Context: an optimization exercise on an open-source flow, tuned for a short achievable clock period and few clock cycles per item. The choices shown serve that exercise and are no tape-out recipe.
Only simulation tests tie the RTL to the original design; equivalence was not proved.
Power and IR drop assume default switching activity.

==> run G: inputs <==
Design rv_exec_top, start of the top module:
module rv_exec_top
#(
  parameter int XLEN = XLEN_DEFAULT
) (
  input  logic            in_clk,
  input  logic            in_rst,
  input  logic            instr_valid_i,
  output logic                 instr_ready_o,
  input  logic [4:0]        op_i,
  input  logic [4:0]      rd_i,
  input  logic [4:0]      rs1_i,
  input  logic [4:0]      rs2_i,
  input  logic [XLEN-1:0] imm_i,
  input  logic [XLEN-1:0] pc_i,
  output logic                 res_valid_o,
  input  logic            res_ready_i,
  output logic [4:0]           res_rd_o,
  output logic [XLEN-1:0]      res_data_o
);
==> flow/config.mk <==
export PLATFORM = sky130hd
export DESIGN_NAME = rv_exec_top
export DESIGN_NICKNAME = rv_exec_top
export VERILOG_FILES = /design/flow/design.v
export SDC_FILE = /design/flow/constraint.sdc
export NUM_CORES = 4
export LEC_CHECK = 0
export CAP_MARGIN = 20
export CORE_MARGIN = 2
export CORE_UTILIZATION = 65
export CTS_CLUSTER_DIAMETER = 100
export CTS_CLUSTER_SIZE = 25
export SETUP_SLACK_MARGIN = 3.2
export SLEW_MARGIN = 20
export SYNTH_HIERARCHICAL = 1
==> flow/constraint.sdc <==
create_clock -name core_clock -period 5.5 [get_ports {in_clk}]
set_input_delay 1.1000 -clock core_clock [delete_from_list [all_inputs] [get_ports {in_clk}]]
set_output_delay 1.1000 -clock core_clock [all_outputs]
set_load 0.01 [all_outputs]
run.sh (not shown) runs the stock make flow with config.mk's settings and CLKGATE_MAP_FILE= SYNTH_SCRIPT=/design/flow/synth_recipe.tcl, a recipe that flattens the netlist after the stock synthesis.
==> run Z (differences from run G) <==
--- a/flow/design.v
+++ b/flow/design.v
@@ -74,16 +74,17 @@
   input  logic                accept_i,
   input  logic [4:0]          op_i,
   input  logic [4:0]          rd_i,
   input  logic [4:0]          rs1_i,
   input  logic [4:0]          rs2_i,
   input  logic [XLEN-1:0]     imm_i,
   input  logic [XLEN-1:0]     pc_i,
   output logic                hold_o,
+  output logic                held_o,
   output logic [NUM_REGS-1:0] rsel1_o,
   output logic [NUM_REGS-1:0] rsel2_o,
   input  logic [3:0][XLEN-1:0] rgrp1_i,
   input  logic [3:0][XLEN-1:0] rgrp2_i,
   input  logic [XLEN-1:0]     r_data_i,
   input  logic                x_valid_i,
   input  logic [4:0]          x_rd_i,
   output logic                d_valid_o,
@@ -108,16 +109,17 @@
   logic [4:0]      s_op;
   logic [4:0]      s_rd;
   logic [4:0]      s_rs1;
   logic [4:0]      s_rs2;
   logic [XLEN-1:0] s_imm;
   logic [XLEN-1:0] s_pc;
   logic            f_stall;
   assign hold_o = f_stall && (s_valid || accept_i);
+  assign held_o = s_valid;
   always_ff @(posedge in_clk or negedge in_rst) begin
     if (!in_rst) begin
       s_valid <= 1'b0;
     end else begin
       s_valid <= hold_o;
     end
   end
   always_ff @(posedge in_clk) begin
@@ -600,37 +602,49 @@
   parameter int QDEPTH = 7
 ) (
   input  logic            in_clk,
   input  logic            in_rst,
   input  logic            instr_valid_i,
   output logic            instr_ready_o,
   output logic            accept_o,
   input  logic            hold_i,
+  input  logic            held_i,
   input  logic            r_valid_i,
   input  logic [4:0]      r_rd_i,
   input  logic [XLEN-1:0] r_data_i,
   output logic            res_valid_o,
   input  logic            res_ready_i,
   output logic [4:0]      res_rd_o,
   output logic [XLEN-1:0] res_data_o
 );
   localparam int CAP = QDEPTH;
   localparam int CW  = $clog2(CAP + 1);
   localparam int PW  = $clog2(QDEPTH);
   logic [CW-1:0] owed;
   logic          pop;
+  logic          started;
+  logic          rdy_int;
+  logic          q_any;
   logic          rdy_inc;
   logic          rdy_same;
-  assign accept_o = instr_valid_i && instr_ready_o;
-  assign pop      = res_valid_o && res_ready_i;
+  assign rdy_int  = started && (owed < CW'(CAP)) && !held_i;
+  assign accept_o = instr_valid_i && rdy_int;
+  assign pop      = q_any && res_ready_i;
   assign rdy_inc  = (owed + CW'(1)) < CW'(CAP);
   assign rdy_same = owed < CW'(CAP);
   always_ff @(posedge in_clk or negedge in_rst) begin
     if (!in_rst) begin
+      started <= 1'b0;
+    end else begin
+      started <= 1'b1;
+    end
+  end
+  always_ff @(posedge in_clk or negedge in_rst) begin
+    if (!in_rst) begin
       owed          <= '0;
       instr_ready_o <= 1'b0;
     end else begin
       case ({accept_o, pop})
         2'b10: begin
           owed          <= owed + CW'(1);
           instr_ready_o <= rdy_inc && !hold_i;
         end
@@ -649,28 +663,37 @@
   logic [PW-1:0]   wptr;
   logic [PW-1:0]   rptr;
   logic [PW-1:0]   rptr1;
   logic [PW:0]     q_cnt;
   logic [PW:0]     q_cnt_nxt;
   logic [4:0]      hd0_rd, hd1_rd;
   logic [XLEN-1:0] hd0_data, hd1_data;
   assign rptr1     = (rptr == PW'(QDEPTH - 1)) ? '0 : rptr + PW'(1);
-  assign q_cnt_nxt = q_cnt + (PW+1)'(r_valid_i) - (PW+1)'(pop);
+  assign q_any     = (q_cnt != '0);
+  always_comb begin
+    case ({r_valid_i, pop})
+      2'b10:   q_cnt_nxt = q_cnt + (PW+1)'(1);
+      2'b01:   q_cnt_nxt = q_cnt - (PW+1)'(1);
+      default: q_cnt_nxt = q_cnt;
+    endcase
+  end
+  logic q_any_nxt;
+  assign q_any_nxt = (q_cnt >= (PW+1)'(2)) || r_valid_i || (q_any && !pop);
   always_ff @(posedge in_clk or negedge in_rst) begin
     if (!in_rst) begin
       wptr        <= '0;
       rptr        <= '0;
       q_cnt       <= '0;
       res_valid_o <= 1'b0;
     end else begin
       if (r_valid_i) wptr <= (wptr == PW'(QDEPTH - 1)) ? '0 : wptr + PW'(1);
       if (pop)       rptr <= rptr1;
       q_cnt       <= q_cnt_nxt;
-      res_valid_o <= (q_cnt_nxt != '0);
+      res_valid_o <= q_any_nxt;
     end
   end
   always_ff @(posedge in_clk) begin
     if (r_valid_i) begin
       q_rd[wptr]   <= r_rd_i;
       q_data[wptr] <= r_data_i;
     end
   end
@@ -719,16 +742,17 @@
   input  logic [XLEN-1:0] pc_i,
   output logic                 res_valid_o,
   input  logic            res_ready_i,
   output logic [4:0]           res_rd_o,
   output logic [XLEN-1:0]      res_data_o
 );
   logic                accept;
   logic                hold;
+  logic                held;
   logic [NUM_REGS-1:0] rsel1;
   logic [NUM_REGS-1:0] rsel2;
   logic [3:0][XLEN-1:0] rgrp1;
   logic [3:0][XLEN-1:0] rgrp2;
   logic                d_valid;
   logic [4:0]          d_rd;
   logic [XLEN-1:0]     d_a;
   logic [XLEN-1:0]     d_b;
@@ -767,16 +791,17 @@
     .accept_i    (accept),
     .op_i        (op_i),
     .rd_i        (rd_i),
     .rs1_i       (rs1_i),
     .rs2_i       (rs2_i),
     .imm_i       (imm_i),
     .pc_i        (pc_i),
     .hold_o      (hold),
+    .held_o      (held),
     .rsel1_o     (rsel1),
     .rsel2_o     (rsel2),
     .rgrp1_i     (rgrp1),
     .rgrp2_i     (rgrp2),
     .r_data_i    (r_data),
     .x_valid_i   (x_valid),
     .x_rd_i      (x_rd),
     .d_valid_o   (d_valid),
@@ -826,16 +851,17 @@
   );
   rv_writeback #(.XLEN(XLEN)) u_writeback (
     .in_clk        (in_clk),
     .in_rst        (in_rst),
     .instr_valid_i (instr_valid_i),
     .instr_ready_o (instr_ready_o),
     .accept_o      (accept),
     .hold_i        (hold),
+    .held_i        (held),
     .r_valid_i     (r_valid),
     .r_rd_i        (r_rd),
     .r_data_i      (r_data),
     .res_valid_o   (res_valid_o),
     .res_ready_i   (res_ready_i),
     .res_rd_o      (res_rd_o),
     .res_data_o    (res_data_o)
   );
==> qor summary <==
| quantity | run Z | run G |
|---|---|---|
| CP max-delay cell | nor3_1 | dfrtp_1 |
| Portion of the layout cell area used by clock cells | 0.02824 | 0.02823 |
| Crit end category | flop | output port |
| Post-DP HPWL | 210800 um | 207800 um |
| Number of stages on the worst setup path | 6 | 1 |
| Layout multi-input combinational cell count | 4903 | 4930 |
| Synthesized area divided by synthesized cell count | 12.22 um^2 | 12.11 um^2 |
| Min Clock Period, post-route | 2.407 ns | 2.489 ns |
| Buffer count from post-CTS setup fixing | 88 | 100 |
| Nonclk inv count | 116 | 127 |
| Routed WL | 344100 um | 347400 um |
| Buffer share of cell area | 0.04134 | 0.04240 |
| Register cell area after layout | 51740 um^2 | 51720 um^2 |
| Ratio of cells with drive above 1 in the final layout | 0.2959 | 0.2894 |
| Type of the tightest min-delay check | input pin to async pin | flop to flop |
| Status | complete, no violations | complete, no violations |
| Multi-input logic portion of the cell area | 0.4014 | 0.4001 |
| Area of the multi-input gates | 41470 um^2 | 41320 um^2 |
| Internal power | 0.02556 W | 0.02886 W |
Testbench counts of run G, summed over its fixed seeds: cycles 12,250, items 12,000.
Testbench counts of run Z, summed over its fixed seeds: cycles 12,250, items 12,000.

port drivers added, routing unchanged:
How much do the figures lean on ideal ports? The routed layouts below were timed once more, with nothing changed but the port constraints.
Step 1, drivers: a clkbuf_16 drives in_clk and a buf_2 each remaining input, both assumed.
Step 2 moves the port delays by t, midway between the first and last clock arrival at a register: inputs arrive t later, outputs are due t later. That takes back most of the time a late clock gives input paths.
Slacks: ideal ports / drivers / drivers and shift; pairs: ideal ports / drivers.
run | t, ns | setup slack, ns | latest minus earliest clock arrival (ns) | worst data-port slew with drivers (ns) | pins driven straight from the clock port
run G | 0.855 | 3.011 / 2.926 / 2.386 | 0.048 / 0.049 | 0.11 | 1
run Z | 0.848 | 3.093 / 3.026 / 2.498 | 0.041 / 0.042 | 0.09 | 1
After both steps every run listed still meets setup and hold. The setup slack of run G, which loses most, moves by -0.085 ns with the drivers and by -0.625 ns with both steps.
